Background: an optimization exercise with open tools, aiming at small area, a short achievable clock period and few clock cycles per item. Do not read the settings as production practice. At most, simulation tests tie the RTL to the original design; equivalence was not proved. Power figures rest on the tool's default switching activity, not on a simulated workload.

## main
## delimiter_text_splitter_core
module delimiter_text_splitter_core (
    input  logic        aclk,
    input  logic        aresetn,
    input  logic        cfg_we,
    input  logic [2:0]  cfg_addr,
    input  logic [31:0] cfg_wdata,
    input  logic        s_tvalid,
    output logic        s_tready,
    input  logic [7:0]  s_tdata,    
    input  logic        s_tlast,
    output logic        m_tvalid,
    input  logic        m_tready,
    output logic [47:0] m_tdata,    
    output logic [3:0]  m_tuser,    
    output logic        m_tlast
);
    logic [127:0] cfg_bytes;
    logic [11:0]  cfg_lens;
    logic [2:0]   cfg_count;
    logic [11:0]  leff;
    logic [5:0]   cfg_en;
    logic [31:0]  cfg_d0, cfg_d1, cfg_d2, cfg_d3;
    logic [11:0]  cfg_d4;
    logic [2:0]   cfg_d5;
    always_comb begin
        for (int k = 0; k < 6; k++) begin
            cfg_en[k] = !aresetn || (cfg_we && cfg_addr == 3'(k));
        end
        cfg_d0 = aresetn ? cfg_wdata : 32'h0000_0A0A;
        cfg_d1 = aresetn ? cfg_wdata : 32'h0000_000A;
        cfg_d2 = aresetn ? cfg_wdata : 32'h0000_0009;
        cfg_d3 = aresetn ? cfg_wdata : 32'h0000_202E;
  ...
Size in the first run: ~1200 cells after synthesis, ~290 flip-flops, ~100 I/O pins, roughly 14000 um^2 of cells after synthesis.
Settings: LEC_CHECK=0, CAP_MARGIN=20, CORE_MARGIN=2, CORE_UTILIZATION=50, CTS_CLUSTER_DIAMETER=80, CTS_CLUSTER_SIZE=24, SLEW_MARGIN=20; clock period 16.0 ns.
standard.sh (not shown) runs the stock make flow with config.mk's settings and CLKGATE_MAP_FILE= SYNTH_SCRIPT=/design/flow/synth_recipe.tcl, a recipe that flattens the netlist after the stock synthesis.
==> flow/flow/run.sh <==
#!/bin/bash
# The standard layout with buf_2 port buffers, and timing repair aimed at a
# setup slack well above zero so that the layout's paths get sized for speed.
set -euo pipefail
bash standard.sh BUFFER_PORTS_ARGS="-buffer_cell sky130_fd_sc_hd__buf_2" SETUP_SLACK_MARGIN=11.9 TNS_END_PERCENT=100 finish > standard_flow.log 2>&1
main: no failed stages, no open violations at the end
[inputs] the feature branch vs main
diff --git a/flow/design.v b/flow/design.v
--- a/flow/design.v
+++ b/flow/design.v
@@ -92,32 +92,33 @@
     logic        near;
     logic [2:0]  pr;
     logic        o_v;
     logic [19:0] o_off;
     logic [20:0] o_len;
     logic        o_hit, o_tl, o_fin;
     logic [1:0]  o_num;
     logic [19:0] nstart;                 
+    logic [21:0] d0;                     
     function automatic logic [2:0] head_yield(input logic v0, input logic l0,
                                               input logic m, input logic [1:0] sk,
                                               input logic [1:0] hr, input logic ph);
         logic h;
         h = v0 && sk == 2'd0 && m && !ph;
         head_yield = {h, v0 && (h || l0), l0 && h && hr != 2'd3};
     endfunction
     logic        flush, shift, load, hit, produce, split, fin;
     logic [3:0]  avail_ge;
     logic        match;
     logic [1:0]  mnum;
     logic [2:0]  mlen;
     logic [2:0]  lx;
     logic        t_tl;
     logic [20:0] t_end;
-    logic [21:0] d0, len_raw;
+    logic [21:0] len_raw;
     logic [20:0] t_len;
     assign flush = !in_v && (rv[3] ? rl[3] : rv[2] ? rl[2] : rv[1] ? rl[1] : rv[0] && rl[0]);
     assign {hit, produce, split} = head_yield(rv[0], rl[0], mr_match, skip, hrun, phase);
     assign fin   = rl[0] && !split;
     assign load  = (in_v || flush) && produce && !o_v;
     assign shift = (in_v || flush) && (!produce || !o_v) && !split;
     assign avail_ge = {!(rl[1] || rl[2] || rl[3]), !(rl[1] || rl[2]), !rl[1], 1'b1};
     dts_match u_match (
@@ -131,17 +132,16 @@
     );
     always_comb begin
         logic [2:0] a4;                  
         logic [2:0] s3;
         logic [2:0] t3;
         a4      = rl[0] ? 3'd3 : rl[1] ? 3'd2 : rl[2] ? 3'd1 : 3'd0;
         t_tl    = near && (pr > a4);
         lx      = hit ? mr_len : 3'd1;
-        d0      = {1'b0, qr} - {2'b00, nstart};
         s3      = {1'b0, d0[1:0]} + lx;
         len_raw = {s3[2] ? d0[21:2] + 20'd1 : d0[21:2], s3[1:0]};
         t_len   = len_raw[21] ? 21'd0 : len_raw[20:0];
         t3      = {1'b0, qr[1:0]} + lx;
         t_end   = {t3[2] ? qr[20:2] + 19'd1 : qr[20:2], t3[1:0]};
     end
     logic [3:0]  rv_nx, rl_nx;
     logic        mr_match_nx;
@@ -219,16 +219,17 @@
             mr_num   <= mnum;
             mr_len   <= mlen;
         end
         rl       <= rl_nx;
         mr_match <= mr_match_nx;
         skip     <= skip_nx;
         hrun     <= hrun_nx;
         qr       <= qr_nx;
+        d0       <= {1'b0, qr_nx} - {2'b00, nstart};
         near     <= near_nx;
         pr       <= pr_nx;
     end
     logic in_v_nx, o_v_nx;
     logic [2:0] y_nx;
     assign in_v_nx = rdy_q ? s_tvalid : in_v;
     assign o_v_nx  = load || (o_v && !m_tready);
     assign y_nx    = head_yield(rv_nx[0], rl_nx[0], mr_match_nx, skip_nx, hrun_nx, phase_nx);
@@ -254,23 +255,21 @@
         end else begin
             o_v <= o_v_nx;
             if (load) begin
                 nstart <= fin ? 20'd0 : (t_end[20] ? 20'hFFFFF : t_end[19:0]);
             end
         end
     end
     always_ff @(posedge aclk) begin
-        if (load) begin
-            o_off <= nstart;
-            o_len <= t_len;
-            o_hit <= hit;
-            o_num <= hit ? mr_num : 2'd0;
-            o_tl  <= t_tl;
-            o_fin <= fin;
-        end
+        o_off <= ({20{load}} & nstart) | ({20{!load}} & o_off);
+        o_len <= ({21{load}} & t_len) | ({21{!load}} & o_len);
+        o_hit <= (load & hit) | (!load & o_hit);
+        o_num <= ({2{load & hit}} & mr_num) | ({2{!load}} & o_num);
+        o_tl  <= (load & t_tl) | (!load & o_tl);
+        o_fin <= (load & fin) | (!load & o_fin);
     end
     assign s_tready = rdy_q;
     assign m_tvalid = o_v;
     assign m_tdata  = {7'd0, o_len, o_off};
     assign m_tuser  = {o_tl, o_num, o_hit};
     assign m_tlast  = o_fin;
 endmodule
Notes after the runs:
Area of the die: the feature branch better than main
main → the feature branch: clock network fraction of total power dropped 1.1 points, wire length dropped 2000 um, critical path depth dropped 1, achievable clock frequency climbed 2.6 MHz.
Lower relative slew slack goes to the feature branch over main.
Core utilization: the feature branch higher than main
Taking main as the reference, in the feature branch cell depth of the worst flop-to-flop path moved up; number of buffers other than clock buffers in the final layout moved down; power moved up.
Testbench counts of the feature branch, summed over its fixed seeds: cycles 169,958, bytes 166,651.
Function not checked in main: the RTL went through the layout flow alone.

static timing again, ports no longer ideal:
In the flow no input, the clock included, has a driving cell. The finished layouts below were timed again as built, in two steps. Step 1 (the two cells are an assumption about what drives the block):
set clk [get_ports {aclk}]
set_driving_cell -lib_cell sky130_fd_sc_hd__clkbuf_16 $clk
set_driving_cell -lib_cell sky130_fd_sc_hd__buf_2 [delete_from_list [all_inputs] $clk]
Step 2, shift: input delay + t, output delay - t, t = (earliest + latest rising clock arrival at the registers) / 2. This alone moves slack from input paths to output paths. Three values: no drivers, after step 1, after step 2; two values: the first two.
run	t (ns)	slack for setup (ns)	clock arrival spread, ns
main	0.558	11.715 / 11.666 / 11.416	0.020 / 0.020
the feature branch	0.562	11.763 / 11.713 / 11.446	0.021 / 0.022
After both steps setup and hold are still met in every run listed. The setup slack of the feature branch, which loses most, moves by -0.050 ns with the drivers and by -0.317 ns with both steps.
